Background: an optimization exercise with open tools, aiming at small area. Do not read the settings as production practice. In this exercise RTL edits were held to simulation tests only and were not proved equivalent to the original. Power is estimated from default activity; no workload was simulated.

<file path="config.mk">
export PLATFORM = sky130hd
export DESIGN_NAME = cgra_tile
export DESIGN_NICKNAME = cgra_tile
export VERILOG_FILES = /design/flow/design.v
export SDC_FILE = /design/flow/constraint.sdc
export NUM_CORES = 4
export LEC_CHECK = 0
export CAP_MARGIN = 20
export CORE_MARGIN = 2
export CORE_UTILIZATION = 40
export SLEW_MARGIN = 20
</file>
<file path="constraint.sdc">
create_clock -name core_clock -period 5.5 [get_ports {clk}]
set_input_delay 1.1000 -clock core_clock [delete_from_list [all_inputs] [get_ports {clk}]]
set_output_delay 1.1000 -clock core_clock [all_outputs]
set_load 0.01 [all_outputs]
</file>
<file path="design.v">
`default_nettype none
package cgra_tile_pkg;
    localparam int DATA_W = 32;
    localparam int LOOP_W = 5;
    typedef struct packed {
        logic              valid;
        logic [DATA_W-1:0] data;
    } flit_t;
    localparam int FLIT_W = DATA_W + 1;
    typedef enum logic [4:0] {
        ADD, SUB, AND, OR, XOR, SHL, SHR, SELECT,
        LOAD_W, LOAD_H, LOAD_B,
        STORE_W, STORE_H, STORE_B,
        SET_LOOP, NOP
    } opcode_e;
    typedef enum logic [2:0] {
        SRC_NORTH  = 3'd0,
        SRC_EAST   = 3'd1,
        SRC_SOUTH  = 3'd2,
        SRC_WEST   = 3'd3,
        SRC_TREG   = 3'd4,
        SRC_UNUSED = 3'd7
    } src_e;
    typedef struct packed {
        logic [30:0] reserved;
        logic [15:0] constant;
        logic        pred_inv;
        logic        const_flag;
        opcode_e     opcode;
        logic        treg_we;
        src_e        pred_src;
        src_e        lhs_src;
        src_e        rhs_src;
    } ctrl_alu_t;
    typedef struct packed {
        logic [36:0]       reserved;
        logic [LOOP_W-1:0] loop_end;
        logic [LOOP_W-1:0] loop_start;
        logic              pred_inv;
        logic              const_flag;
        opcode_e           opcode;
        logic              treg_we;
        src_e              pred_src;
        src_e              lhs_src;
        src_e              rhs_src;
    } ctrl_loop_t;
    typedef union packed {
        ctrl_alu_t  alu;
        ctrl_loop_t loop;
    } ctrl_word_u;
    typedef struct packed {
        logic              valid;
        logic              fire;
        opcode_e           opcode;
        flit_t             rhs;
        flit_t             lhs;
        logic              use_const;
        logic [DATA_W-1:0] constant;
        logic              treg_we;
    } exec_t;
endpackage
`default_nettype wire
`default_nettype none
package cgra_mem_pkg;
    localparam int MEM_ADDR_W = 9;
    localparam int MEM_DATA_W = 32;
    localparam int MEM_BE_W   = MEM_DATA_W / 8;
    localparam logic [MEM_BE_W-1:0] BE_NONE = 4'b0000;
    localparam logic [MEM_BE_W-1:0] BE_WORD = 4'b1111;
    localparam logic [MEM_BE_W-1:0] BE_HALF = 4'b0011;
    localparam logic [MEM_BE_W-1:0] BE_BYTE = 4'b0001;
    typedef enum logic [1:0] {
        WORD = 2'd0,
        HALF = 2'd1,
        BYTE = 2'd2
    } mem_size_e;
    typedef struct packed {
        logic                  read;
        logic                  write;
        logic [MEM_ADDR_W-1:0] addr;
        logic [MEM_BE_W-1:0]   be;
        logic [MEM_DATA_W-1:0] wdata;
    } mem_req_t;
endpackage
`default_nettype wire
`timescale 1ns/1ps
`default_nettype none
module cgra_tile
(
    input  logic         clk,
    input  logic         reset,
    input  logic         i_start_exec,
    input  logic [63:0]  i_ctrl,
    input  logic [3:0]   i_flit_valid,
    input  logic [127:0] i_flit_data,
    input  logic [31:0]  i_mem_rdata,
    output logic         o_result_valid,
    output logic [31:0]  o_result_data,
    output logic         o_mem_read,
    output logic         o_mem_write,
    output logic [8:0]   o_mem_addr,
    output logic [3:0]   o_mem_be,
    output logic [31:0]  o_mem_wdata,
    output logic [4:0]   o_loop_start,
    output logic [4:0]   o_loop_end
);
    logic [2:0]  rs, ls, ps;
    logic [4:0]  op;
    logic        cf, pinv, twe;
    logic [15:0] k;
    assign rs   = i_ctrl[2:0];
    assign ls   = i_ctrl[5:3];
    assign ps   = i_ctrl[8:6];
    assign twe  = i_ctrl[9];
    assign op   = i_ctrl[14:10];
    assign cf   = i_ctrl[15];
    assign pinv = i_ctrl[16];
    assign k    = i_ctrl[32:17];
    logic        treg_v;
    logic [31:0] treg_d;
    function automatic logic [31:0] pick_data(input logic [2:0] src,
                                              input logic [127:0] fd,
                                              input logic [31:0] td);
        if (src[2])
            pick_data = src[0] ? 32'd0 : td;
        else
            pick_data = fd[32*src[1:0] +: 32];
    endfunction
    function automatic logic pick_valid(input logic [2:0] src,
                                        input logic [3:0] fv,
                                        input logic tv);
        if (src[2])
            pick_valid = (src[1:0] == 2'd0) & tv;
        else
            pick_valid = fv[src[1:0]];
    endfunction
    logic [31:0] rhs_d, lhs_d;
    logic        rv, lv, pv, pnz;
    logic [3:0]  fnz;
    logic [4:0] rsel, lsel;
    always_comb
    begin
        for (int j = 0; j < 5; j++)
        begin
            rsel[j] = (rs == j[2:0]);
            lsel[j] = (ls == j[2:0]) & ~cf;
        end
        rhs_d = {32{rsel[4]}} & treg_d;
        lhs_d = {32{lsel[4]}} & treg_d;
        for (int j = 0; j < 4; j++)
        begin
            rhs_d = rhs_d | ({32{rsel[j]}} & i_flit_data[32*j +: 32]);
            lhs_d = lhs_d | ({32{lsel[j]}} & i_flit_data[32*j +: 32]);
        end
    end
    assign rv    = pick_valid(rs, i_flit_valid, treg_v);
    assign lv    = pick_valid(ls, i_flit_valid, treg_v);
    assign pv    = pick_valid(ps, i_flit_valid, treg_v);
    assign fnz[0] = |i_flit_data[31:0];
    assign fnz[1] = |i_flit_data[63:32];
    assign fnz[2] = |i_flit_data[95:64];
    assign fnz[3] = |i_flit_data[127:96];
    assign pnz    = ps[2] ? (|treg_d) : fnz[ps[1:0]];
    logic is_sel, pred_ok, fire;
    assign is_sel  = (op == 5'd7);
    assign pred_ok = (ps == 3'd7) | (pv & (pnz ^ pinv));
    assign fire    = i_start_exec & pred_ok &
                     (is_sel ? (rv | lv | cf)
                             : (((rs == 3'd7) | rv) & (cf | (ls == 3'd7) | lv)));
    logic [31:0] a, b;
    assign a = ({32{cf}} & {{16{k[15]}}, k}) | lhs_d;
    assign b = rhs_d;
    logic [3:0] tt;
    always_comb
    begin
        case (op)
            5'd2:                 tt = 4'b1000;             
            5'd3:                 tt = 4'b1110;             
            5'd4:                 tt = 4'b0110;             
            5'd7:                 tt = rv ? 4'b1010 : 4'b1100;
            5'd11, 5'd12, 5'd13:  tt = 4'b1010;             
            default:              tt = 4'b0000;
        endcase
    end
    logic        fire1, twe1, ld1, st1, h1, b1;
    logic        add1, sub1, shl1, shr1;
    logic [3:0]  tt1;
    logic [31:0] a1, b1d;
    always_ff @(posedge clk)
    begin
        if (reset)
        begin
            fire1 <= 1'b0;
            twe1  <= 1'b0;
        end
        else
        begin
            fire1 <= fire;
            twe1  <= i_start_exec & twe;
        end
        add1 <= (op == 5'd0) | (op == 5'd1);
        sub1 <= (op == 5'd1);
        shl1 <= (op == 5'd5);
        shr1 <= (op == 5'd6);
        ld1  <= (op == 5'd8) | (op == 5'd9) | (op == 5'd10);
        st1  <= (op == 5'd11) | (op == 5'd12) | (op == 5'd13);
        h1   <= (op == 5'd9) | (op == 5'd12);
        b1   <= (op == 5'd10) | (op == 5'd13);
        tt1  <= tt;
        a1   <= a;
        b1d  <= b;
    end
    always_ff @(posedge clk)
    begin
        if (reset)
        begin
            o_loop_start <= '0;
            o_loop_end   <= '0;
        end
        else if (i_start_exec && op == 5'd14)
        begin
            o_loop_start <= i_ctrl[21:17];
            o_loop_end   <= i_ctrl[26:22];
        end
    end
    logic [31:0] bx, pp, gg, G, P, sum;
    logic [32:0] cc;
    assign bx = b1d ^ {32{sub1}};
    assign pp = a1 ^ bx;
    always_comb
    begin
        gg = a1 & bx;
        G = gg;
        P = pp;
        G[0] = gg[0] | (pp[0] & sub1);
        for (int d = 1; d < 32; d = d * 2)
            for (int i = 2*d - 1; i < 32; i = i + 2*d)
            begin
                G[i] = G[i] | (P[i] & G[i-d]);
                P[i] = P[i] & P[i-d];
            end
        for (int d = 8; d >= 1; d = d / 2)
            for (int i = 3*d - 1; i < 32; i = i + 2*d)
            begin
                G[i] = G[i] | (P[i] & G[i-d]);
                P[i] = P[i] & P[i-d];
            end
        cc[0] = sub1;
        for (int i = 0; i < 32; i++)
            cc[i+1] = G[i];
    end
    assign sum = pp ^ cc[31:0];
    logic [31:0] a_rev, sh_in, s0, s1, s2, s3, sh_out, sh_rev;
    always_comb
        for (int i = 0; i < 32; i++)
            a_rev[i] = a1[31-i];
    assign sh_in  = shl1 ? a_rev : a1;
    assign s0     = b1d[4] ? {16'd0, sh_in[31:16]} : sh_in;
    assign s1     = b1d[3] ? {8'd0,  s0[31:8]}     : s0;
    assign s2     = b1d[2] ? {4'd0,  s1[31:4]}     : s1;
    assign s3     = b1d[1] ? {2'd0,  s2[31:2]}     : s2;
    assign sh_out = b1d[0] ? {1'd0,  s3[31:1]}     : s3;
    always_comb
        for (int i = 0; i < 32; i++)
            sh_rev[i] = sh_out[31-i];
    logic [31:0] lu, p1;
    always_comb
        for (int i = 0; i < 32; i++)
            lu[i] = tt1[{a1[i], b1d[i]}];
    assign p1 = ({32{add1}} & sum)
              | ({32{shl1}} & sh_rev)
              | ({32{shr1}} & sh_out)
              | lu;
    logic [3:0] be1;
    logic       acc1;
    always_comb
    begin
        if (b1)
            be1 = 4'b0001 << a1[1:0];
        else if (h1)
            be1 = a1[0] ? 4'b0000 : (a1[1] ? 4'b1100 : 4'b0011);
        else
            be1 = 4'b1111;
    end
    assign acc1 = fire1 & ~(h1 & a1[0]);
    logic fire2, twe2, ld2, st2;
    always_ff @(posedge clk)
    begin
        if (reset)
        begin
            o_mem_read  <= 1'b0;
            o_mem_write <= 1'b0;
            fire2       <= 1'b0;
            twe2        <= 1'b0;
        end
        else
        begin
            o_mem_read  <= acc1 & ld1;
            o_mem_write <= acc1 & st1;
            fire2       <= fire1;
            twe2        <= twe1;
        end
        ld2         <= ld1;
        st2         <= st1;
        o_mem_addr  <= a1[10:2];
        o_mem_be    <= be1;
        o_mem_wdata <= b1 ? {4{p1[7:0]}} : h1 ? {2{p1[15:0]}} : p1;
    end
    logic        fire3, twe3, ld3, st3;
    logic [3:0]  be3;
    logic [31:0] p3;
    always_ff @(posedge clk)
    begin
        if (reset)
        begin
            fire3 <= 1'b0;
            twe3  <= 1'b0;
        end
        else
        begin
            fire3 <= fire2;
            twe3  <= twe2;
        end
        ld3 <= ld2;
        st3 <= st2;
        be3 <= o_mem_be;
        p3  <= o_mem_wdata;
    end
    logic [31:0] ld_val, res;
    always_comb
    begin
        case (be3)
            4'b1111: ld_val = i_mem_rdata;
            4'b0011: ld_val = {16'd0, i_mem_rdata[15:0]};
            4'b1100: ld_val = {16'd0, i_mem_rdata[31:16]};
            4'b0001: ld_val = {24'd0, i_mem_rdata[7:0]};
            4'b0010: ld_val = {24'd0, i_mem_rdata[15:8]};
            4'b0100: ld_val = {24'd0, i_mem_rdata[23:16]};
            4'b1000: ld_val = {24'd0, i_mem_rdata[31:24]};
            default: ld_val = 32'd0;
        endcase
    end
    assign res = ld3 ? ld_val : (st3 ? 32'd0 : p3);
    always_ff @(posedge clk)
    begin
        if (reset)
        begin
            o_result_valid <= 1'b0;
            treg_v         <= 1'b0;
        end
        else
        begin
            o_result_valid <= fire3;
            if (twe3)
                treg_v <= fire3;
        end
        o_result_data <= res;
        if (twe3)
            treg_d <= res;
    end
endmodule
`default_nettype wire
</file>
<file path="flow/run.sh">
#!/bin/bash
# The standard layout (standard.sh) with these changes to how it is made:
#  - abc maps with flow/abc_area_only.script: area-oriented rounds of
#    &dch and &nf with a relaxed delay target, and no buffering or upsizing
#    at the end; the flow's own timing repair then sizes what timing needs,
#  - port buffers use the smallest buffer cell,
#  - CTS adds no dummy loads and clusters up to 20 sinks per leaf buffer.
# The tools' logs are under orfs/logs; make's own output goes to
# make_finish.log here.
set -euo pipefail
here=$(pwd)
rm -rf "$here/scripts_mod"
cp -r "$FLOW_HOME/scripts" "$here/scripts_mod"
cp "$here/flow/abc_area_only.script" "$here/scripts_mod/abc_speed.script"
export SCRIPTS_DIR="$here/scripts_mod"
export BUFFER_PORTS_ARGS="-buffer_cell sky130_fd_sc_hd__buf_1"
export CTS_ARGS="-sink_clustering_enable -repair_clock_nets -dont_use_dummy_load -sink_clustering_size 20 -sink_clustering_max_diameter 80"
bash standard.sh finish > make_finish.log 2>&1
</file>
<file path="flow/abc_area_only.script">
&get -n
&st
&dch
&nf -R 1000
&st
&dch -f
&nf -R 1000
&st
&dch -f
&nf -R 1000
&st
&dch -f
&nf -R 1000
&put
topo
stime -c
dnsize -c
</file>
<file path="standard.sh">
#!/bin/bash
# synth_recipe.tcl (not shown) runs the flow's synth.tcl, then flattens the netlist and writes it again
# the make line also repeats each setting of config.mk as NAME=value (left out here)
make -C /OpenROAD-flow-scripts/flow DESIGN_CONFIG=/design/flow/config.mk WORK_HOME=/design/flow/orfs CLKGATE_MAP_FILE= SYNTH_SCRIPT=/design/flow/synth_recipe.tcl "${@:-finish}"
</file>
==> metrics.md, run 1 <==
| Metric | Value |
|---|---|
| Outcome | `timing/DRC/antenna clean` |
| Hpwl dp | `45800 um` |
| CTS H-tree lvls | `1` |
| Synth Cell Area | `12600 sq um` |
| Synth unique cells | `56` |
| P&R area growth vs syn | `20.5%` |
| Fill count | `2969` |
| Post-synth ARST share | `0%` |
| Max frequency | `0.196 GHz` |
| Mux contribution to synthesized area | `4.39%` |
| Post-Syn Nets | `1649` |
| Clk_skew | `41.5 ps` |
| Worst VDD drop | `0.235 mV` |
| Detailed Route Iter0 Violations | `2035` |
| Vias in the first global route | `13200` |
| Rows | `64` |
| Sequential Power Share | `46.8%` |
| Worst-path clk slew | `80 ps` |
| Final hold viol count | `0` |
| Sw power | `1.60 mW` |
| Hold Path Class | `flop to flop` |
| Post-DRT Antenna Nets | `0` |
| Pint | `3.02 mW` |
| Via density | `6.49` |
| Setup crit start kind | `flop` |
| Setup ws final | `401 ps` |
| Initial Util | `40.9%` |
| Io pins | `321` |
| Vert. Die Dim | `181 um` |
| RSZ-0062 raised after global routing | `no` |
| Commonest non-fill, non-tap cell in the layout | `buf_1` |
| DR DRC count | `0` |
| Worst-margin pin slew | `1140 ps` |
| Setup violations, final | `0` |
| Most frequent cells in the layout | `buf_1 (289), dfxtp_1 (206), nand2_1 (187), a21oi_1 (128), o21ai_0 (104)` |
| Share of layout cells above drive strength 1 | `5.76%` |
| Worst path required time | `5910 ps` |
| Die width | `181 um` |
| Crit-path max FO | `3` |
| Floorplan core area | `30800 sq um` |
| Post-synthesis adder-cell area fraction | `5.32%` |
| DRT Pass-1 Iters | `15` |
| Crit-path slowest cell | `fa_1` |
| Max clock buf depth | `3` |
| Worst EP arrival | `5510 ps` |
| Post-synthesis cell count | `1374` |
| Compound-Gate Fraction of Synth Area | `29.3%` |
| CTS Hold Bufs | `0` |
| Main combinational cell family by area after synthesis | `compound AO/OA/AOI/OAI gates` |
| R2R depth | `27` |
| Seq/Total Area, Yosys | `41.3%` |
| Top_reg_cell synth | `dfxtp_1` |
| Cell depth of the worst hold path | `0` |
| Mean Syn Cell Area | `9.17 sq um` |
| Die area | `32900 sq um` |
| Flop and latch count out of synthesis | `244` |
| Crit Path Class | `flop to flop` |
| Post-layout nets | `2012` |
| Largest net degree at the start of global routing | `59` |
| Final wirelength | `59400 um` |
| Placement Setup Slack | `-21.3 ps` |
| Critical path capture point type | `flop` |
| Cell Pwr Density | `304 nW/um^2` |
| Post-Synth Simple-Gate Area | `15.7%` |
| Tcrit/Tclk final | `92.7%` |
| XOR/XNOR Fraction of Synth Area | `2.71%` |
| Clock sinks | `244` |
| PortBufs | `289` |
| Clk latency of the worst-skew pair | `510 ps` |
| Placer Congestion | `1.02` |
| Total GRT Usage | `34.8%` |
| Clock group share of total power | `26.6%` |
| Pleak | `5.59 nW` |
| Slew headroom | `23.8%` |
| Wirelength per Cell | `27.8 um` |
| TritonCTS Buffers | `19` |
| Initial antenna violation count | `4` |
| Share of power burned in combinational logic | `26.5%` |
| Fin util | `49.2%` |
| Switching share of power | `34.6%` |
| Ys Warns | `1` |
| EDFF count, synth | `32` |
| Post-layout minimum cycle time | `5100 ps` |
| TritonCTS clock tree | `done` |
| First-pass GRT wire length | `85600 um` |
| Max-cap violation count | `0` |
| Pins Over Slew Limit | `0` |
| Clock Tree Root | `clkbuf_16` |
| Global route overflow | `0` |
| Routed via count | `13900` |
| Critical Path Max Stage Delay | `430 ps` |
-- layer usage --
metal / GRT usage (%) / vias to the layer above / wire length (um)
met1: 45.4 / 6582 / 23300
met2: 57.1 / 937 / 27300
met4: 13.8 / 2 / 2660
met3: 6.52 / 163 / 6170
met5: 0 / - / 13
li1: - / 6189 / -
-- power by group through the flow --
stage / clock [mW] / combinational, mW / sequential [mW]
floorplan: 0 / 0.588 / 2.21
detailed placement: 0 / 1.18 / 2.19
CTS: 1.25 / 1.19 / 2.16
global placement: 0 / 1.18 / 2.20
global route: 1.31 / 1.32 / 2.18
finish: 1.23 / 1.23 / 2.16
-- metrics by stage --
step	cell area [sq um]	TNS (ps)	power (mW)	hold slack [ps]	cells
2_1_floorplan	12600	0	2.79	310	1374
3_3_place_gp	14600	0	3.37	310	2109
3_5_place_dp	14600	-21.3	3.37	313	2109
4_1_cts	15100	0	4.59	331	2128
5_1_grt	15200	0	4.81	341	2133
6_report	15200	0	4.62	330	2136
-- area by class of cell --
cell class,instances,area [sq um],area share [%]
antenna,5,12.5,0.0824
clock buffer,19,475,3.13
inverter,42,158,1.04
multi-input combinational,1088,7340,48.4
sequential,244,5220,34.4
tap,396,495,3.26
timing repair buffer,342,1480,9.77
-- cell usage after synthesis, types with 4 or more instances --
| master | n | area (sq um) |
|---|---|---|
| nand2_1 | 188 | 706 |
| clkinv_1 | 42 | 158 |
| a22o_1 | 10 | 87.6 |
| and3b_1 | 5 | 43.8 |
| a32o_1 | 16 | 160 |
| a21o_1 | 6 | 45.0 |
| o21ai_0 | 104 | 521 |
| nand2b_1 | 10 | 62.6 |
| a222oi_1 | 81 | 811 |
| a211oi_1 | 11 | 82.6 |
| o211a_1 | 6 | 60.1 |
| nor2_1 | 103 | 387 |
| or4_1 | 5 | 37.5 |
| xor2_1 | 38 | 333 |
| a32oi_1 | 6 | 52.6 |
| a31oi_1 | 20 | 125 |
| edfxtp_1 | 32 | 961 |
| nor2b_1 | 12 | 75.1 |
| a2111oi_0 | 11 | 96.3 |
| o211ai_1 | 10 | 75.1 |
| a21oi_1 | 128 | 641 |
| mux2i_1 | 35 | 350 |
| mux4_2 | 4 | 90.1 |
| a311oi_1 | 12 | 105 |
| nor4_1 | 38 | 238 |
| ha_1 | 28 | 350 |
| fa_1 | 16 | 320 |
| nand3_1 | 11 | 55.1 |
| mux2_1 | 10 | 113 |
| nor4b_1 | 6 | 52.6 |
| nand4_1 | 10 | 62.6 |
| a221oi_1 | 31 | 272 |
| dfxtp_1 | 212 | 4240 |
| nor3b_1 | 5 | 37.5 |
| nor3_1 | 24 | 120 |
| a22oi_1 | 45 | 338 |
| and3_1 | 7 | 43.8 |
-- final timing paths --
| check | startpoint | end | slack [ps] |
|---|---|---|---|
| worst max-delay path | b1d[0] | o_mem_wdata[31] | 400 |
| worst min-delay path | ld2 | ld3 | 330 |
| worst max register to register | b1d[0] | o_mem_wdata[31] | 400 |
| worst min register to register | ld2 | ld3 | 330 |
-- what timing repair did --
item                                    in CTS  in global routing
pin swaps                                    1                  4
endpoints found under the setup margin       1                  7
resized for setup                            0                  7
buffers inserted                             0                  3
-- sequential cells by signal (all words and copies together), names as in the netlist, 3 cells and up --
name           flops
o_mem_be           4
o_loop_start       5
o_loop_end         5
p3                32
o_mem_wdata       32
be3                4
tt1                3
a1                32
o_mem_addr         9
o_result_data     32
treg_d            32
b1d               32
-- cells by family after synthesis --
kind of cell	Yosys count
AND/OR/NAND/NOR	433
multiplexers	49
flip-flops	244
AO/OA/AOI/OAI	523
adder cells (fa/ha/maj)	44
XOR/XNOR	39
buffers and inverters	42
-- critical path: cells and delay by family (launching register included) --
| kind | cells | cell delay (ps) |
|---|---|---|
| adders and majority gates | 2 | 840 |
| DFF | 1 | 350 |
| and+or+nand+nor | 9 | 790 |
| AOI/OAI and AO/OA | 12 | 2140 |
| muxes | 1 | 340 |
| xor gates and xnor gates | 1 | 160 |
| buffers and inverters | 2 | 370 |
==> run 2: changes to the inputs <==
--- a/config.mk
+++ b/config.mk
@@ -7,4 +7,6 @@
 export LEC_CHECK = 0
 export CAP_MARGIN = 20
+export CELL_PAD_IN_SITES_DETAIL_PLACEMENT = 1
+export CELL_PAD_IN_SITES_GLOBAL_PLACEMENT = 1
 export CORE_MARGIN = 2
 export CORE_UTILIZATION = 40
==> run 2 against run 1 <==
Net effect:
- synthesized area did not move
- utilization decreased by 0.10 points
- clock skew up 3.9 ps
==> metrics.md, run 2 <==
| Metric | Value |
|---|---|
| Outcome | `timing/DRC/antenna clean` |
| Worst EP arrival | `5510 ps` |
| Pleak | `5.59 nW` |
| Post-route insts no fill | `2133` |
| TritonCTS clock tree | `done` |
| Initial antenna violation count | `3` |
| Worst path required time | `5910 ps` |
| Post-layout nets | `2012` |
| Top cells by area, synth | `dfxtp_1 (34%), edfxtp_1 (7.6%), a222oi_1 (6.4%)` |
| Fill count | `3718` |
| TritonCTS Buffers | `19` |
| Setup violations, final | `0` |
| Post-Syn Nets | `1649` |
| Post-synth top cells | `dfxtp_1 (212), nand2_1 (188), a21oi_1 (128)` |
| Hold Path Class | `flop to flop` |
| CTS Hold Bufs | `0` |
| Vias in the first global route | `14200` |
| Ys Warns | `1` |
| Sequential Power Share | `46.4%` |
| Clock Tree Root | `clkbuf_16` |
| Synth area leader | `dfxtp_1` |
| Count leader, synth | `dfxtp_1` |
| Worst-path clk slew | `80 ps` |
| Top_reg_cell synth | `dfxtp_1` |
| Post-layout minimum cycle time | `5100 ps` |
| Die area | `32900 sq um` |
| Crit Path Class | `flop to flop` |
| Clk_skew | `45.4 ps` |
| Worst VDD drop | `0.255 mV` |
| Clock group share of total power | `26.8%` |
| Worst-margin pin slew | `1060 ps` |
| Max-cap violation count | `0` |
| Io pins | `321` |
| Commonest non-fill, non-tap cell in the layout | `buf_1` |
| Max clock buf depth | `3` |
| Die width | `181 um` |
| DR DRC count | `0` |
| Wirelength per Cell | `29.7 um` |
| CTS H-tree lvls | `1` |
| Share of power burned in combinational logic | `26.8%` |
| Placer Congestion | `0.986` |
| Slew headroom | `29.3%` |
| Placement Setup Slack | `-149 ps` |
| Mean Syn Cell Area | `9.17 sq um` |
| Clk latency of the worst-skew pair | `520 ps` |
| Rows | `64` |
| Global route overflow | `0` |
| Largest net degree at the start of global routing | `59` |
| Final wirelength | `63400 um` |
| Switching share of power | `35.2%` |
| Share of layout cells above drive strength 1 | `5.59%` |
| Fin util | `49.1%` |
| Post-synthesis cell count | `1374` |
| Initial Util | `40.9%` |
| Dpl cells | `2110` |
| Clock sinks | `244` |
| Setup ws final | `397 ps` |
| RSZ-0062 raised after global routing | `no` |
| Tcrit/Tclk final | `92.8%` |
| Detailed Route Iter0 Violations | `2004` |
| Floorplan core area | `30800 sq um` |
| EDFF count, synth | `32` |
| P&R area growth vs syn | `20.2%` |
| Dpl cell area | `14600 sq um` |
| Critical path capture point type | `flop` |
| DRT Pass-1 Iters | `8` |
| Routed via count | `14100` |
| Total GRT Usage | `37.5%` |
| Max frequency | `0.196 GHz` |
| Most frequent cells in the layout | `buf_1 (289), dfxtp_1 (206), nand2_1 (188), a21oi_1 (128), o21ai_0 (104)` |
| Via density | `6.61` |
| Cell Pwr Density | `308 nW/um^2` |
| Final hold viol count | `0` |
| Setup crit start kind | `flop` |
| Seq/Total Area, Yosys | `41.3%` |
| Synth unique cells | `56` |
| Post-DRT Antenna Nets | `0` |
| Crit-path max FO | `2` |
| Post-synth ARST share | `0%` |
| Final Cell Area | `15100 sq um` |
| PortBufs | `289` |
| Flop and latch count out of synthesis | `244` |
| Pint | `3.02 mW` |
| Sw power | `1.65 mW` |
| Vert. Die Dim | `181 um` |
| Top-area cell type share of the netlist area | `33.7%` |
| Synth Cell Area | `12600 sq um` |
| Pins Over Slew Limit | `0` |
| Post-route setup TNS | `0 ps` |
| Hpwl dp | `48900 um` |
| First-pass GRT wire length | `92600 um` |
run 2: cell counts after synthesis:
Identical to the previous run, type by type.
run 2: final timing paths:
kind | start | to | slack, ps | depth (start not counted)
setup / recovery | b1d[0] | o_mem_wdata[31] | 400 | 26
hold reg to reg | ld2 | ld3 | 340 | 0
setup reg to reg | b1d[0] | o_mem_wdata[31] | 400 | 26
hold / removal | ld2 | ld3 | 340 | 0
run 2: area by class of cell:
class | count | area, sq um | share of cell area [%]
tap | 396 | 495 | 3.27
inverter | 42 | 158 | 1.04
clock buffer | 19 | 475 | 3.14
timing repair buffer | 342 | 1480 | 9.79
antenna | 2 | 5.00 | 0.0330
multi-input combinational | 1088 | 7320 | 48.3
sequential | 244 | 5220 | 34.4
run 2: logic make-up (layout without fill, tap and decap cells):
group                    count (synthesis)  in the layout  share of synthesized area, %
AND/OR/NAND/NOR                        433            433                          15.7
buffers and inverters                   42            403                          1.25
AO/OA/AOI/OAI                          523            523                          29.3
XOR/XNOR                                39             39                          2.71
other                                    0              2                             0
flip-flops                             244            244                          41.3
adder cells (fa/ha/maj)                 44             44                          5.32
multiplexers                            49             49                          4.39
run 2: timing repair:
| item | 4_1_cts | 5_1_grt |
|---|---|---|
| setup endpoints to repair | 2 | 3 |
| buffers inserted | 0 | 2 |
| gates resized for setup | 1 | 2 |
| pin swaps | 1 | 5 |
run 2: through the flow:
step,hold slack (ps),total power [mW]
after floorplan,310,2.79
after global placement,311,3.39
after detailed placement,320,3.41
after CTS,339,4.64
after global routing,351,4.85
final,335,4.67
run 2: metal layers:
metal | track usage [%] | vias to the layer above | part of all wire [%]
li1 | - | 6197 | -
met1 | 49.0 | 6959 | 41
met3 | 5.76 | 151 | 8.3
met4 | 15.9 | 2 | 4.6
met2 | 61.7 | 784 | 46
met5 | 2.37 | - | 0.14
run 2: power by group through the flow:
stage	sequential [mW]	clock (mW)	combinational (mW)
after floorplan	2.21	0	0.588
after global placement	2.19	0	1.19
after detailed placement	2.19	0	1.22
after CTS	2.16	1.26	1.22
after global routing	2.18	1.32	1.35
final	2.16	1.25	1.25
run 2: worst max-delay path, cell delays in order (launching register included):
cell and delay [ps]:
dfxtp_4 340, mux2_1 350, fa_2 380, nand3_1 100, nand2_1 120, nand3_1 110, nand2_1 110, a31oi_2 190
nor3_1 100, a2111oi_2 330, buf_4 180, nor3_1 70, a2111oi_2 270, nor3_1 120, a2111oi_2 320, o211a_1 250
o211a_1 180, a21oi_1 80, nand3_1 120, nand2_1 70, fa_1 410, xor2_1 160, o21ai_0 150, a21oi_1 60
a21oi_1 140, o211ai_1 110, o22a_1 190
==> run 3: changes to the inputs <==
--- a/config.mk
+++ b/config.mk
@@ -11,3 +11,4 @@
 export CORE_MARGIN = 2
 export CORE_UTILIZATION = 40
+export GPL_TIMING_DRIVEN = 0
 export SLEW_MARGIN = 20
==> run 3 against run 2 <==
Net effect:
- via count increased by 0.77%
- highest routed layer is now met4
- still clean
- critical path depth decreased by 6
- combinational power about the same
- synthesized area unchanged
- maximum frequency decreased by 3.2%
- utilization increased by 1.1 points
- synthesized cell count unchanged
- sequential power about the same
- final cell count increased by 0.19%
- design area increased by 2.2%
- global-route usage decreased by 0.071 points
- die area unchanged
==> metrics.md, run 3 <==
| Metric | Value |
|---|---|
| Post-layout nets | `2014` |
| Post-layout minimum cycle time | `5270 ps` |
| Sw power | `1.64 mW` |
| Top-area cell type share of the netlist area | `33.7%` |
| CTS H-tree lvls | `1` |
| Post-DRT Antenna Nets | `0` |
| Post-synth top cells | `dfxtp_1 (212), nand2_1 (188), a21oi_1 (128)` |
| Die area | `32900 sq um` |
| P&R area growth vs syn | `22.9%` |
| Floorplan core area | `30800 sq um` |
| Clk latency of the worst-skew pair | `540 ps` |
| Crit Path Class | `flop to flop` |
| Seq/Total Area, Yosys | `41.3%` |
| Dpl cells | `2097` |
| Final hold viol count | `0` |
| Synth area leader | `dfxtp_1` |
| Rows | `64` |
| Crit-path max FO | `7` |
| Die width | `181 um` |
| Hpwl dp | `48900 um` |
| Pins Over Slew Limit | `0` |
| Vias in the first global route | `14100` |
| TritonCTS Buffers | `20` |
| Wirelength per Cell | `30.0 um` |
| CTS Hold Bufs | `0` |
| Max frequency | `0.190 GHz` |
| Io pins | `321` |
| Post-synth ARST share | `0%` |
| Outcome | `timing/DRC/antenna clean` |
| Via density | `6.65` |
| Clk_skew | `91.9 ps` |
| EDFF count, synth | `32` |
| Post-route insts no fill | `2137` |
| Largest net degree at the start of global routing | `65` |
| DR DRC count | `0` |
| Setup crit start kind | `flop` |
| Critical path capture point type | `flop` |
| Pint | `3.07 mW` |
| Ys Warns | `1` |
| Routed via count | `14200` |
| Clock sinks | `244` |
| Tcrit/Tclk final | `95.9%` |
| Detailed Route Iter0 Violations | `1906` |
| Max-cap violation count | `0` |
| Total GRT Usage | `37.5%` |
| Share of power burned in combinational logic | `26.8%` |
| Worst VDD drop | `0.279 mV` |
| Clock group share of total power | `26.8%` |
| Tot Pwr | `4.71 mW` |
| Setup ws final | `227 ps` |
| Setup violations, final | `0` |
| Slew headroom | `10.7%` |
| Placement Setup Slack | `-1370 ps` |
| Sequential Power Share | `46.4%` |
| Mean Syn Cell Area | `9.17 sq um` |
| Vert. Die Dim | `181 um` |
| Pleak | `5.71 nW` |
| Share of layout cells above drive strength 1 | `6.85%` |
| First-pass GRT wire length | `92200 um` |
| Most frequent cells in the layout | `buf_1 (288), dfxtp_1 (199), nand2_1 (187), a21oi_1 (127), o21ai_0 (103)` |
| Worst path required time | `5870 ps` |
| Hold Path Class | `flop to flop` |
| Max clock buf depth | `3` |
| Worst-margin pin slew | `1310 ps` |
| Clock Tree Root | `clkbuf_16` |
| Top cells by area, synth | `dfxtp_1 (34%), edfxtp_1 (7.6%), a222oi_1 (6.4%)` |
| Initial antenna violation count | `5` |
| Final wirelength | `64000 um` |
| Switching share of power | `34.9%` |
| Worst hold slack | `332 ps` |
| Worst-path clk slew | `80 ps` |
| Flop and latch count out of synthesis | `244` |
| DRT Pass-1 Iters | `10` |
| Cell Pwr Density | `304 nW/um^2` |
| Post-synthesis cell count | `1374` |
| Synth Cell Area | `12600 sq um` |
| Post-Syn Nets | `1649` |
| Worst EP arrival | `5650 ps` |
| Top_reg_cell synth | `dfxtp_1` |
| TritonCTS clock tree | `done` |
| Placer Congestion | `0.954` |
| Global route overflow | `0` |
| Count leader, synth | `dfxtp_1` |
| Synth unique cells | `56` |
| Initial Util | `40.9%` |
| Commonest non-fill, non-tap cell in the layout | `buf_1` |
| PortBufs | `289` |
run 3: kinds of logic after synthesis:
family / share of synthesized area (%)
simple gates: 15.7
buf+inv: 1.25
compound gates: 29.3
flops: 41.3
fa+ha+maj: 5.32
xor+xnor: 2.71
mux: 4.39
run 3: what timing repair did:
| item | in CTS | in global routing |
|---|---|---|
| setup buffers | 8 | 8 |
| endpoints found under the setup margin | 16 | 9 |
| gates resized for setup | 11 | 9 |
| pin swaps | 4 | 3 |
| gates cloned | 0 | 0 |
run 3: layout make-up:
cell class              count  area (sq um)
diodes                      4          10.0
repair buffers            343          1690
clock buffers              20           500
multi-input cells        1088          7390
well taps                 396           495
fillers                  3707         15400
inverters                  42           158
flip-flops and latches    244          5240
run 3: power groups by stage:
stage	combinational, mW	sequential, mW	clock, mW
6_report	1.26	2.19	1.26
5_1_grt	1.35	2.20	1.34
4_1_cts	1.19	2.19	1.28
2_1_floorplan	0.588	2.21	0
3_5_place_dp	1.13	2.25	0
3_3_place_gp	1.08	2.26	0
run 3: path summary, 6_finish.rpt:
kind,startpoint,end,slack [ps],cells past startpoint
hold / removal,ld2,ld3,330,0
hold reg to reg,ld2,ld3,330,0
setup / recovery,sub1,o_mem_wdata[21],230,20
setup reg to reg,sub1,o_mem_wdata[21],230,20
run 3: per-layer routing:
metal  routed length (um)  track usage, %  vias to the layer above
met3                 6270            7.58                      131
li1                     -               -                     6208
met5                    0               0                        -
met2                29600            62.3                      852
met4                 2950            14.5                        0
met1                25200            47.9                     7010
run 3: metrics by stage:
stage / setup TNS, ps / instance area (sq um) / util [%]
after floorplan: 0 / 12600 / -
after global placement: -105140 / 14200 / 46.1
after detailed placement: -14000 / 14700 / 47.6
after CTS: 0 / 15400 / 49.8
after global routing: -69.6 / 15500 / 50.2
final: 0 / 15500 / 50.2
run 3: worst max-delay path: stages (launching register included):
cell and delay (ps):
dfxtp_4 410, mux2_1 320, fa_2 390, nand3_1 90, nand2_1 120, nand3_2 130
nand2_4 90, a31oi_4 180, nor3_1 90, a2111oi_2 220, buf_4 180, nor3_1 80
a2111oi_4 440, nor3_2 120, a2111oi_2 280, clkinv_1 210, fa_1 430, o21ai_0 160
a21oi_1 60, a2111oi_1 910, mux2i_1 190
==> run 4: changes to the inputs <==
--- a/flow/run.sh
+++ b/flow/run.sh
@@ -5,5 +5,5 @@
 #    at the end; the flow's own timing repair then sizes what timing needs,
 #  - port buffers use the smallest buffer cell,
-#  - CTS adds no dummy loads and clusters up to 20 sinks per leaf buffer.
+#  - CTS adds no dummy loads and clusters up to 25 sinks per leaf buffer.
 # The tools' logs are under orfs/logs; make's own output goes to
 # make_finish.log here.
@@ -15,4 +15,4 @@
 export SCRIPTS_DIR="$here/scripts_mod"
 export BUFFER_PORTS_ARGS="-buffer_cell sky130_fd_sc_hd__buf_1"
-export CTS_ARGS="-sink_clustering_enable -repair_clock_nets -dont_use_dummy_load -sink_clustering_size 20 -sink_clustering_max_diameter 80"
+export CTS_ARGS="-sink_clustering_enable -repair_clock_nets -dont_use_dummy_load -sink_clustering_size 25 -sink_clustering_max_diameter 100"
 bash standard.sh finish > make_finish.log 2>&1
--- a/config.mk
+++ b/config.mk
@@ -11,4 +11,3 @@
 export CORE_MARGIN = 2
 export CORE_UTILIZATION = 40
-export GPL_TIMING_DRIVEN = 0
 export SLEW_MARGIN = 20
==> run 4 against run 3 <==
Net effect:
- worst setup slack improved by 150 ps
- clock power down 17%
- register-to-register slack better by 150 ps
- die area unchanged
- synthesized cell count did not move
- critical path type unchanged
- critical endpoint is now o_mem_wdata[31]
==> metrics.md, run 4 <==
| Metric | Value |
|---|---|
| Outcome | `timing/DRC/antenna clean` |
| Synth Cell Area | `12600 sq um` |
| First-pass GRT wire length | `92400 um` |
| Synth area leader | `dfxtp_1` |
| TritonCTS clock tree | `done` |
| Rows | `64` |
| Wirelength per Cell | `29.7 um` |
| Worst-path clk slew | `100 ps` |
| Worst path required time | `5870 ps` |
| Worst-margin pin slew | `1100 ps` |
| Vias in the first global route | `14100` |
| Post-synth top cells | `dfxtp_1 (212), nand2_1 (188), a21oi_1 (128)` |
| Crit-path slowest cell | `fa_1` |
| Max-cap violation count | `0` |
| Top-area cell type share of the netlist area | `33.7%` |
| Most frequent cells in the layout | `buf_1 (289), dfxtp_1 (206), nand2_1 (187), a21oi_1 (128), o21ai_0 (104)` |
| PortBufs | `289` |
| Routed via count | `14000` |
| Critical path capture point type | `flop` |
| Clock Tree Root | `clkbuf_16` |
| Die area | `32900 sq um` |
| Grt met1 use | `48.5%` |
| Post-synthesis cell count | `1374` |
| Clock sinks | `244` |
| Share of layout cells above drive strength 1 | `5.43%` |
| Total GRT Usage | `37.5%` |
| Gr busiest metal | `met2` |
| Initial antenna violation count | `2` |
| Ys Warns | `1` |
| DR DRC count | `0` |
| Vert. Die Dim | `181 um` |
| CTS H-tree lvls | `1` |
| Worst VDD drop | `0.258 mV` |
| Detailed Route Iter0 Violations | `1912` |
| Flop and latch count out of synthesis | `244` |
| Post-layout nets | `2007` |
| Floorplan core area | `30800 sq um` |
| Count leader, synth | `dfxtp_1` |
| Hold Path Class | `flop to flop` |
| Pins Over Slew Limit | `0` |
| Via density | `6.58` |
| CTS Hold Bufs | `0` |
| Final hold viol count | `0` |
| TritonCTS Buffers | `14` |
| Pleak | `5.53 nW` |
| P&R area growth vs syn | `19.3%` |
| DRT Pass-1 Iters | `10` |
| Final wirelength | `63200 um` |
| Setup violations, final | `0` |
| Io pins | `321` |
| Worst setup path startpoint | `b1d[0]` |
| Hpwl dp | `48900 um` |
| Clk latency of the worst-skew pair | `500 ps` |
| Crit-path max FO | `2` |
| Synth unique cells | `56` |
| Setup crit start kind | `flop` |
| Post-DRT Antenna Nets | `0` |
| EDFF count, synth | `32` |
| Initial Util | `40.9%` |
| Worst EP arrival | `5500 ps` |
| Max frequency | `0.195 GHz` |
| Top cells by area, synth | `dfxtp_1 (34%), edfxtp_1 (7.6%), a222oi_1 (6.4%)` |
| Critical path buffers and inverters | `1` |
| Post-layout minimum cycle time | `5130 ps` |
| Met3 global-route usage | `6.42%` |
| Post-Syn Nets | `1649` |
| R2r startpoint | `b1d[0]` |
| Commonest non-fill, non-tap cell in the layout | `buf_1` |
| Slew headroom | `26.6%` |
| Tot Pwr | `4.47 mW` |
| Worst hold path startpoint | `ld2` |
| Dpl cells | `2110` |
| Mean Syn Cell Area | `9.17 sq um` |
| Max clock buf depth | `3` |
| Top_reg_cell synth | `dfxtp_1` |
| Seq/Total Area, Yosys | `41.3%` |
| Clk_skew | `49.7 ps` |
| Crit Path Class | `flop to flop` |
| CP top delay family | `compound AO/OA/AOI/OAI gates` |
| Global route overflow | `0` |
| Post-route insts no fill | `2128` |
| Tcrit/Tclk final | `93.2%` |
| Largest net degree at the start of global routing | `59` |
| Placer Congestion | `0.986` |
| Critical Path Max Stage Delay | `410 ps` |
| Die width | `181 um` |
| Post-synth ARST share | `0%` |
| Cell Pwr Density | `298 nW/um^2` |
| Grt met2 use | `61.9%` |
-- run 4: cell types whose count changed in the layout (fill, tap and decap cells not counted), sizes merged --
cell / previous run / this run
clkbuf: 20 / 14
diode: 4 / 2
buf: 343 / 342
clkinv: 41 / 42
inv: 1 / 0
-- run 4: stage by stage --
step | area (sq um) | TNS (ps) | util [%] | worst slack (ps) | hold slack [ps]
3_3_place_gp | 14600 | -15.3 | 47.5 | -15.3 | 311
5_1_grt | 15000 | -0.983 | 48.7 | -0.983 | 351
6_report | 15000 | 0 | 48.7 | 372 | 339
2_1_floorplan | 12600 | 0 | - | 15.8 | 310
4_1_cts | 15000 | 0 | 48.6 | 21.2 | 342
3_5_place_dp | 14600 | -175 | 47.5 | -149 | 320
-- run 4: kinds of logic after synthesis --
kind of cell / after synthesis / share of synthesized area [%]
simple gates: 433 / 15.7
fa+ha+maj: 44 / 5.32
mux: 49 / 4.39
xor+xnor: 39 / 2.71
compound gates: 523 / 29.3
buf+inv: 42 / 1.25
flops: 244 / 41.3
-- run 4: final cells by class --
cell class | count | area (sq um)
antenna | 2 | 5.00
clock buffer | 14 | 350
fill | 3727 | 15800
inverter | 42 | 158
multi-input combinational | 1088 | 7320
sequential | 244 | 5220
tap | 396 | 495
timing repair buffer | 342 | 1480
-- run 4: worst paths after layout --
path / cells after the start / end / slack [ps]
worst max register to register: 26 / o_mem_wdata[31] / 370
worst max-delay path: 26 / o_mem_wdata[31] / 370
worst min-delay path: 0 / ld3 / 340
worst min register to register: 0 / ld3 / 340
-- run 4: layer usage --
layer | share of wire [%] | vias to the layer above
met2 | 47 | 773
met3 | 8.5 | 144
met1 | 40 | 6909
li1 | - | 6181
met5 | 0.16 | -
met4 | 4.4 | 2
-- run 4: power by group --
part | internal [mW] | switching, mW
Clock | 0.459 | 0.595
Combinational | 0.420 | 0.835
Sequential | 1.99 | 0.173
Total | 2.87 | 1.60
-- run 4: timing repair --
item / 4_1_cts / 5_1_grt
gates resized for setup: 1 / 4
endpoints found under the setup margin: 2 / 5
endpoints found under the hold margin: 0 / 0
setup buffers: 0 / 2
pin swaps: 1 / 5
==> run 5: changes to the inputs <==
--- a/flow/run.sh
+++ b/flow/run.sh
@@ -5,5 +5,5 @@
 #    at the end; the flow's own timing repair then sizes what timing needs,
 #  - port buffers use the smallest buffer cell,
-#  - CTS adds no dummy loads and clusters up to 25 sinks per leaf buffer.
+#  - CTS adds no dummy loads and clusters up to 14 sinks per leaf clkbuf_8.
 # The tools' logs are under orfs/logs; make's own output goes to
 # make_finish.log here.
@@ -15,4 +15,4 @@
 export SCRIPTS_DIR="$here/scripts_mod"
 export BUFFER_PORTS_ARGS="-buffer_cell sky130_fd_sc_hd__buf_1"
-export CTS_ARGS="-sink_clustering_enable -repair_clock_nets -dont_use_dummy_load -sink_clustering_size 25 -sink_clustering_max_diameter 100"
+export CTS_ARGS="-sink_clustering_enable -repair_clock_nets -dont_use_dummy_load -sink_clustering_size 14 -sink_clustering_max_diameter 60 -buf_list sky130_fd_sc_hd__clkbuf_8"
 bash standard.sh finish > make_finish.log 2>&1
==> run 5 against run 4 <==
Net effect:
- still clean
- non-clock buffer count unchanged
- hold slack gained 1.7 ps
- maximum frequency hardly changed
- via count is 0.12% higher
- worst setup slack better by 3.4 ps
- global-route usage hardly changed
- sequential cell count unchanged
- combinational power barely moved
- clock skew rose by 11 ps
- largest power group unchanged
- highest routed layer is now met4
==> metrics.md, run 5 <==
| Metric | Value |
|---|---|
| Outcome | `timing/DRC/antenna clean` |
| Mux contribution to synthesized area | `4.39%` |
| First-pass GRT wire length | `92700 um` |
| Max clock buf depth | `3` |
| P&R area growth vs syn | `19.7%` |
| Setup crit start kind | `flop` |
| Global route overflow | `0` |
| Fin util | `48.9%` |
| Tcrit/Tclk final | `93.2%` |
| Worst hold slack | `341 ps` |
| Die width | `181 um` |
| Post-synth top cells | `dfxtp_1 (212), nand2_1 (188), a21oi_1 (128)` |
| Mean Syn Cell Area | `9.17 sq um` |
| Post-layout nets | `2022` |
| Top_reg_cell synth | `dfxtp_1` |
| Wirelength per Cell | `29.7 um` |
| DRT Pass-1 Iters | `9` |
| Dpl cell area | `14600 sq um` |
| Top-area cell type share of the netlist area | `33.7%` |
| Largest net degree at the start of global routing | `59` |
| Floorplan core area | `30800 sq um` |
| Rows | `64` |
| Final wirelength | `63600 um` |
| DR DRC count | `0` |
| CTS Hold Bufs | `0` |
| Synth area leader | `dfxtp_1` |
| Synth unique cells | `56` |
| Post-route setup TNS | `0 ps` |
| Vert. Die Dim | `181 um` |
| Hpwl dp | `48900 um` |
| Via density | `6.54` |
| Count leader, synth | `dfxtp_1` |
| Clock Tree Root | `clkbuf_8` |
| Critical path capture point type | `flop` |
| Max-cap violation count | `0` |
| Initial antenna violation count | `2` |
| Seq/Total Area, Yosys | `41.3%` |
| R2R Path End | `o_mem_wdata[31]` |
| EDFF count, synth | `32` |
| Main combinational cell family by area after synthesis | `compound AO/OA/AOI/OAI gates` |
| Clock sinks | `244` |
| Worst path required time | `5980 ps` |
| Placer Congestion | `0.986` |
| Clk latency of the worst-skew pair | `610 ps` |
| Worst EP arrival | `5610 ps` |
| Worst-path clk slew | `90 ps` |
| FF-to-FF setup slack | `380 ps` |
| Pins Over Slew Limit | `0` |
| Setup ws final | `376 ps` |
| Ys Warns | `1` |
| XOR/XNOR Fraction of Synth Area | `2.71%` |
| Total GRT Usage | `37.5%` |
| Post-Syn Nets | `1649` |
| PortBufs | `289` |
| Post-Synth Simple-Gate Area | `15.7%` |
| Cell depth of the worst hold path | `0` |
| Share of layout cells above drive strength 1 | `6.19%` |
| Commonest non-fill, non-tap cell in the layout | `buf_1` |
| R2r startpoint | `b1d[0]` |
| Worst hold path startpoint | `ld2` |
| Final hold viol count | `0` |
| Setup violations, final | `0` |
| Most frequent cells in the layout | `buf_1 (289), dfxtp_1 (206), nand2_1 (187), a21oi_1 (128), o21ai_0 (104)` |
| Initial Util | `40.9%` |
| Post-layout minimum cycle time | `5120 ps` |
| R2R depth | `26` |
| CTS H-tree lvls | `1` |
| Post-synthesis cell count | `1374` |
| Compound-Gate Fraction of Synth Area | `29.3%` |
| TritonCTS clock tree | `done` |
| Io pins | `321` |
| Final Cell Area | `15100 sq um` |
| Slew headroom | `26.5%` |
| Crit Path Class | `flop to flop` |
| Die area | `32900 sq um` |
| Hold Path Class | `flop to flop` |
| Synth Cell Area | `12600 sq um` |
| Worst hold path endpoint | `ld3` |
| TritonCTS Buffers | `29` |
| Fill count | `3739` |
| Post-DRT Antenna Nets | `0` |
| Crit-path max FO | `2` |
| Worst VDD drop | `0.249 mV` |
| Cell Pwr Density | `300 nW/um^2` |
| Max frequency | `0.195 GHz` |
| Post-synth ARST share | `0%` |
| Routed via count | `14000` |
| Placement Setup Slack | `-149 ps` |
| Pleak | `5.57 nW` |
| Clk_skew | `60.6 ps` |
| Post-synthesis adder-cell area fraction | `5.32%` |
| Top cells by area, synth | `dfxtp_1 (34%), edfxtp_1 (7.6%), a222oi_1 (6.4%)` |
| Detailed Route Iter0 Violations | `1981` |
| Vias in the first global route | `14300` |
| Worst-margin pin slew | `1100 ps` |
| Flop and latch count out of synthesis | `244` |
==> run 5: worst max-delay path by stage <==
stage                 from               to  slack (ps)
floorplan           b1d[0]  o_mem_wdata[31]          20
global placement    b1d[0]  o_mem_wdata[31]         -20
detailed placement  b1d[0]  o_mem_wdata[31]        -150
CTS                 b1d[0]  o_mem_wdata[31]          40
global route        b1d[0]  o_mem_wdata[31]         -10
finish              b1d[0]  o_mem_wdata[31]         380
==> run 5: critical path, stage by stage (launching register included) <==
cell and delay [ps]:
dfxtp_4 350, mux2_1 350, fa_2 380, nand3_1 100, nand2_1 120, nand3_1 130
nand2_2 80, a31oi_2 170, nor3_1 100, a2111oi_2 340, buf_4 180, nor3_1 60
a2111oi_2 270, nor3_1 130, a2111oi_2 320, o211a_1 260, o211a_1 180, a21oi_1 80
nand3_1 120, nand2_1 70, fa_1 410, xor2_1 160, o21ai_0 150, a21oi_1 50
a21oi_1 140, o211ai_1 100, o22a_1 190
==> run 5: kinds of logic after synthesis <==
logic type	count (synthesis)
DFF	244
muxes	49
buffers and inverters	42
AOI/OAI and AO/OA	523
xor gates and xnor gates	39
and+or+nand+nor	433
adders and majority gates	44
==> run 5: area by class of cell <==
| type | count | area (sq um) | share of cell area (%) |
|---|---|---|---|
| antenna | 3 | 7.51 | 0.0498 |
| clock buffer | 29 | 399 | 2.65 |
| inverter | 42 | 158 | 1.05 |
| multi-input combinational | 1088 | 7320 | 48.5 |
| sequential | 244 | 5220 | 34.6 |
| tap | 396 | 495 | 3.29 |
| timing repair buffer | 342 | 1480 | 9.83 |
==> run 5: layer usage <==
metal  GRT usage [%]  wire length [um]  up-vias
li1                -                 -     6217
met1            48.8             26100     6884
met2            61.9             29400      781
met3            6.38              5330      144
met4            15.5              2770        0
met5               0                 0        -
==> run 5: timing repair <==
action | 4_1_cts | 5_1_grt
setup buffers | 0 | 2
gates resized for setup | 1 | 3
setup endpoints to repair | 2 | 6
pin swaps | 1 | 5
==> run 5: metrics by stage <==
| stage | power, mW | cells |
|---|---|---|
| finish | 4.52 | 2144 |
| global route | 4.71 | 2143 |
| CTS | 4.49 | 2139 |
| detailed placement | 3.41 | 2110 |
| global placement | 3.39 | 2110 |
| floorplan | 2.79 | 1374 |
==> run 5: where the power goes <==
part           internal, mW  leakage [nW]  switching [mW]
clock network         0.464         0.209           0.640
logic                 0.420          3.30           0.833
registers              1.99          2.05           0.173
==> run 6: changes to the inputs <==
--- a/design.v
+++ b/design.v
@@ -176,8 +176,8 @@
         case (op)
             5'd2:                 tt = 4'b1000;             
-            5'd3:                 tt = 4'b1110;             
-            5'd4:                 tt = 4'b0110;             
-            5'd7:                 tt = rv ? 4'b1010 : 4'b1100;
-            5'd11, 5'd12, 5'd13:  tt = 4'b1010;             
+            5'd3:                 tt = 4'b1100;             
+            5'd4:                 tt = 4'b0100;             
+            5'd7:                 tt = rv ? 4'b0001 : 4'b0010;
+            5'd11, 5'd12, 5'd13:  tt = 4'b0001;             
             default:              tt = 4'b0000;
         endcase
@@ -265,7 +265,8 @@
             sh_rev[i] = sh_out[31-i];
     logic [31:0] lu, p1;
-    always_comb
-        for (int i = 0; i < 32; i++)
-            lu[i] = tt1[{a1[i], b1d[i]}];
+    assign lu = ({32{tt1[3]}} & gg)
+              | ({32{tt1[2]}} & pp)
+              | ({32{tt1[1]}} & a1)
+              | ({32{tt1[0]}} & b1d);
     assign p1 = ({32{add1}} & sum)
               | ({32{shl1}} & sh_rev)
--- a/flow/run.sh
+++ b/flow/run.sh
@@ -5,5 +5,5 @@
 #    at the end; the flow's own timing repair then sizes what timing needs,
 #  - port buffers use the smallest buffer cell,
-#  - CTS adds no dummy loads and clusters up to 14 sinks per leaf clkbuf_8.
+#  - CTS adds no dummy loads and clusters up to 25 sinks per leaf buffer.
 # The tools' logs are under orfs/logs; make's own output goes to
 # make_finish.log here.
@@ -15,4 +15,4 @@
 export SCRIPTS_DIR="$here/scripts_mod"
 export BUFFER_PORTS_ARGS="-buffer_cell sky130_fd_sc_hd__buf_1"
-export CTS_ARGS="-sink_clustering_enable -repair_clock_nets -dont_use_dummy_load -sink_clustering_size 14 -sink_clustering_max_diameter 60 -buf_list sky130_fd_sc_hd__clkbuf_8"
+export CTS_ARGS="-sink_clustering_enable -repair_clock_nets -dont_use_dummy_load -sink_clustering_size 25 -sink_clustering_max_diameter 100"
 bash standard.sh finish > make_finish.log 2>&1
==> run 6 against run 5 <==
Net effect:
- sequential share of layout area increased by 0.36 points
- final cell count down 2.6%
- sequential cell count grew 1
- critical endpoint unchanged
==> metrics.md, run 6 <==
| Metric | Value |
|---|---|
| Worst path cell trace | `xor2_1, fa_1, a211oi_1, nor2_1, nand3_1, nand2_1, a31oi_2, nor3_1, a2111oi_2, buf_4, nor3_1, a2111oi_1, buf_4, o31ai_2, a21oi_2, nor2_1, o21ai_1, buf_4, o21a_1, fa_1, a21o_1, a221oi_1, a31oi_1` |
| Vert. Die Dim | `181 um` |
| CTS Hold Bufs | `0` |
| Fin util | `48.7%` |
| Setup crit start kind | `flop` |
| Floorplan core area | `30700 sq um` |
| Worst path required time | `5880 ps` |
| Max-cap violation count | `0` |
| Routed via count | `13800` |
| Sw power | `1.55 mW` |
| Top cells by area, synth | `dfxtp_1 (34%), a222oi_1 (8.0%), edfxtp_1 (7.6%)` |
| DRT Pass-1 Iters | `16` |
| Dpl cell area | `14600 sq um` |
| Post-synth ARST share | `0%` |
| Post-synthesis cell count | `1341` |
| Clock sinks | `245` |
| Setup Buffers After CTS | `0` |
| TritonCTS clock tree | `done` |
| Mux contribution to synthesized area | `4.58%` |
| Share of layout cells above drive strength 1 | `4.97%` |
| R2R Path End | `o_mem_wdata[31]` |
| Cell Pwr Density | `296 nW/um^2` |
| Switching share of power | `34.9%` |
| Post-layout nets | `1970` |
| Worst hold path startpoint | `ld2` |
| CTS H-tree lvls | `1` |
| R2R depth | `23` |
| XOR/XNOR Fraction of Synth Area | `2.93%` |
| Worst EP arrival | `5600 ps` |
| Post-synthesis adder-cell area fraction | `5.74%` |
| Slew headroom | `34.4%` |
| Post-Syn Nets | `1620` |
| Initial antenna violation count | `4` |
| Clk latency of the worst-skew pair | `500 ps` |
| Most frequent cells in the layout | `buf_1 (289), dfxtp_1 (207), nand2_1 (187), a21oi_1 (115), nor2_1 (103)` |
| Crit Path Class | `flop to flop` |
| Global route overflow | `0` |
| Critical path capture point type | `flop` |
| Sequential Power Share | `48.2%` |
| Pleak | `5.47 nW` |
| Clock group share of total power | `24.5%` |
| Top_reg_cell synth | `dfxtp_1` |
| Flop and latch count out of synthesis | `245` |
| Worst-margin pin slew | `979 ps` |
| Placement Setup Slack | `98.6 ps` |
| Placer Congestion | `0.939` |
| Post-synth top cells | `dfxtp_1 (213), nand2_1 (187), a21oi_1 (116)` |
| Worst VDD drop | `0.254 mV` |
| Detailed Route Iter0 Violations | `2056` |
| Cell depth of the worst hold path | `0` |
| Max clock buf depth | `3` |
| Top-area cell type share of the netlist area | `33.9%` |
| Via density | `6.60` |
| Rows | `64` |
| Final Cell Area | `15000 sq um` |
| Largest net degree at the start of global routing | `58` |
| Post-CTS resize count | `0` |
| Seq/Total Area, Yosys | `41.6%` |
| Synth unique cells | `53` |
| Synth area leader | `dfxtp_1` |
| Initial Util | `40.9%` |
| Pins Over Slew Limit | `0` |
| Pint | `2.88 mW` |
| Ys Warns | `1` |
| TritonCTS Buffers | `15` |
| EDFF count, synth | `32` |
| CP most frequent cell | `buf_4` |
| Hold Path Class | `flop to flop` |
| Wirelength per Cell | `29.6 um` |
| Total GRT Usage | `36.6%` |
| Io pins | `321` |
| Setup ws final | `279 ps` |
| Crit-path slowest cell | `dfxtp_2` |
| Worst hold path endpoint | `ld3` |
| Die width | `181 um` |
| Compound-Gate Fraction of Synth Area | `28.7%` |
| Final hold viol count | `0` |
| Worst-path clk slew | `100 ps` |
| Clock Tree Root | `clkbuf_16` |
| Post-route setup TNS | `0 ps` |
| Share of power burned in combinational logic | `27.2%` |
| RSZ-0062 raised after global routing | `no` |
| P&R area growth vs syn | `19.2%` |
| Post-layout minimum cycle time | `5220 ps` |
| Setup violations, final | `0` |
| PortBufs | `289` |
| FF-to-FF setup slack | `280 ps` |
| R2r startpoint | `sub1` |
| Vias in the first global route | `14000` |
| First-pass GRT wire length | `90000 um` |
| Critical Path Max Stage Delay | `520 ps` |
| Final wirelength | `61800 um` |
| Post-Synth Simple-Gate Area | `15.3%` |
| Synth Cell Area | `12600 sq um` |
| Post-DRT Antenna Nets | `0` |
| Mean Syn Cell Area | `9.37 sq um` |
| DR DRC count | `0` |
| Outcome | `timing/DRC/antenna clean` |
| Tcrit/Tclk final | `94.9%` |
| Crit-path max FO | `10` |
| Clk_skew | `41.8 ps` |
| Hpwl dp | `47400 um` |
| Main combinational cell family by area after synthesis | `compound AO/OA/AOI/OAI gates` |
| Dpl cells | `2070` |
| Commonest non-fill, non-tap cell in the layout | `buf_1` |
| Max frequency | `0.192 GHz` |
| Post-route insts no fill | `2089` |
| Count leader, synth | `dfxtp_1` |
| Die area | `32800 sq um` |
run 6: changes by cell type after synthesis, sizes merged, moves of 12 or more:
cell    before  now
a31oi       20    5
a222oi      81  100
a221oi      31   55
o21ai      104   75
a21oi      128  116
run 6: final cells by class:
class                      instances  area, sq um
fill                            3717        15800
multi-input combinational       1056         7290
sequential                       245         5240
timing repair buffer             333         1430
tap                              396          495
clock buffer                      15          375
inverter                          40          150
antenna                            4         10.0
run 6: worst max-delay path: cells and delay by family, from the launching register on:
kind / cells / cell delay, ps
DFF: 1 / 520
buffers and inverters: 3 / 480
and+or+nand+nor: 6 / 1170
xor gates and xnor gates: 1 / 290
adders and majority gates: 2 / 720
AOI/OAI and AO/OA: 11 / 1930
run 6: kinds of logic (layout without fill, tap and decap cells):
family / Yosys count / in the layout
other: 0 / 4
DFF: 245 / 245
muxes: 51 / 51
adders and majority gates: 48 / 48
AOI/OAI and AO/OA: 491 / 491
buffers and inverters: 40 / 388
xor gates and xnor gates: 42 / 42
and+or+nand+nor: 424 / 424
run 6: metal layers:
| metal | track usage (%) | vias up | wire length, um |
|---|---|---|---|
| met3 | 8.06 | 139 | 6020 |
| met2 | 59.7 | 772 | 28200 |
| li1 | - | 6092 | - |
| met4 | 16.6 | 0 | 3040 |
| met5 | 0 | - | 0 |
| met1 | 46.4 | 6775 | 24500 |
run 6: how the worst max path moves through the flow:
stage | start | to | slack [ps] | cells after the start
floorplan | sub1 | o_mem_wdata[30] | 20 | 19
global placement | sub1 | o_mem_wdata[30] | 150 | 22
detailed placement | sub1 | o_mem_wdata[30] | 100 | 22
CTS | sub1 | o_mem_wdata[30] | 40 | 22
global route | sub1 | o_mem_wdata[31] | 10 | 23
finish | sub1 | o_mem_wdata[31] | 280 | 23
run 6: power groups by stage:
stage                     Sequential [mW]  Clock, mW  Combinational, mW
after CTS                            2.13       1.10               1.18
after global routing                 2.15       1.16               1.31
after detailed placement             2.17          0               1.17
after global placement               2.17          0               1.15
after floorplan                      2.18          0              0.594
final                                2.14       1.09               1.21
run 6: metrics by stage:
step                      power [mW]  hold WS, ps
after floorplan                 2.77          310
after global placement          3.32          312
after detailed placement        3.34          316
after CTS                       4.42          338
after global routing            4.62          336
final                           4.43          336

afterwards: timing with drivers on the ports:
In the flow no input, the clock included, has a driving cell. The finished layouts below were timed again as built, in two steps. Step 1 sets driving cells, clkbuf_16 on the clock port and buf_2 on the other inputs (assumed; they add their load-dependent delay and slew). Step 2 adds t to the input delays and takes it off the output delays; t is the mean of the earliest and latest rising clock arrival at the registers after step 1. Input paths then give back, and output paths get back, about the clock's delay inside the block. Three values: ideal, step 1, step 2; two values: the first two.
run	shift t [ns]	setup WS [ns]	hold slack, ns	worst register clock-pin slew, ns	cell pins on the clock port's net
run 1	0.542	0.401 / 0.401 / 0.401	0.330 / 0.330 / 0.330	0.09 / 0.09	1
run 2	0.551	0.397 / 0.397 / 0.397	0.335 / 0.335 / 0.335	0.09 / 0.09	1
run 3	0.548	0.227 / 0.227 / 0.227	0.332 / 0.332 / 0.332	0.08 / 0.08	1
run 4	0.531	0.372 / 0.372 / 0.372	0.339 / 0.339 / 0.339	0.10 / 0.10	1
run 5	0.627	0.376 / 0.376 / 0.376	0.341 / 0.341 / 0.341	0.11 / 0.11	1
run 6	0.534	0.279 / 0.279 / 0.279	0.336 / 0.336 / 0.336	0.10 / 0.10	1
After both steps every run listed still meets setup and hold.
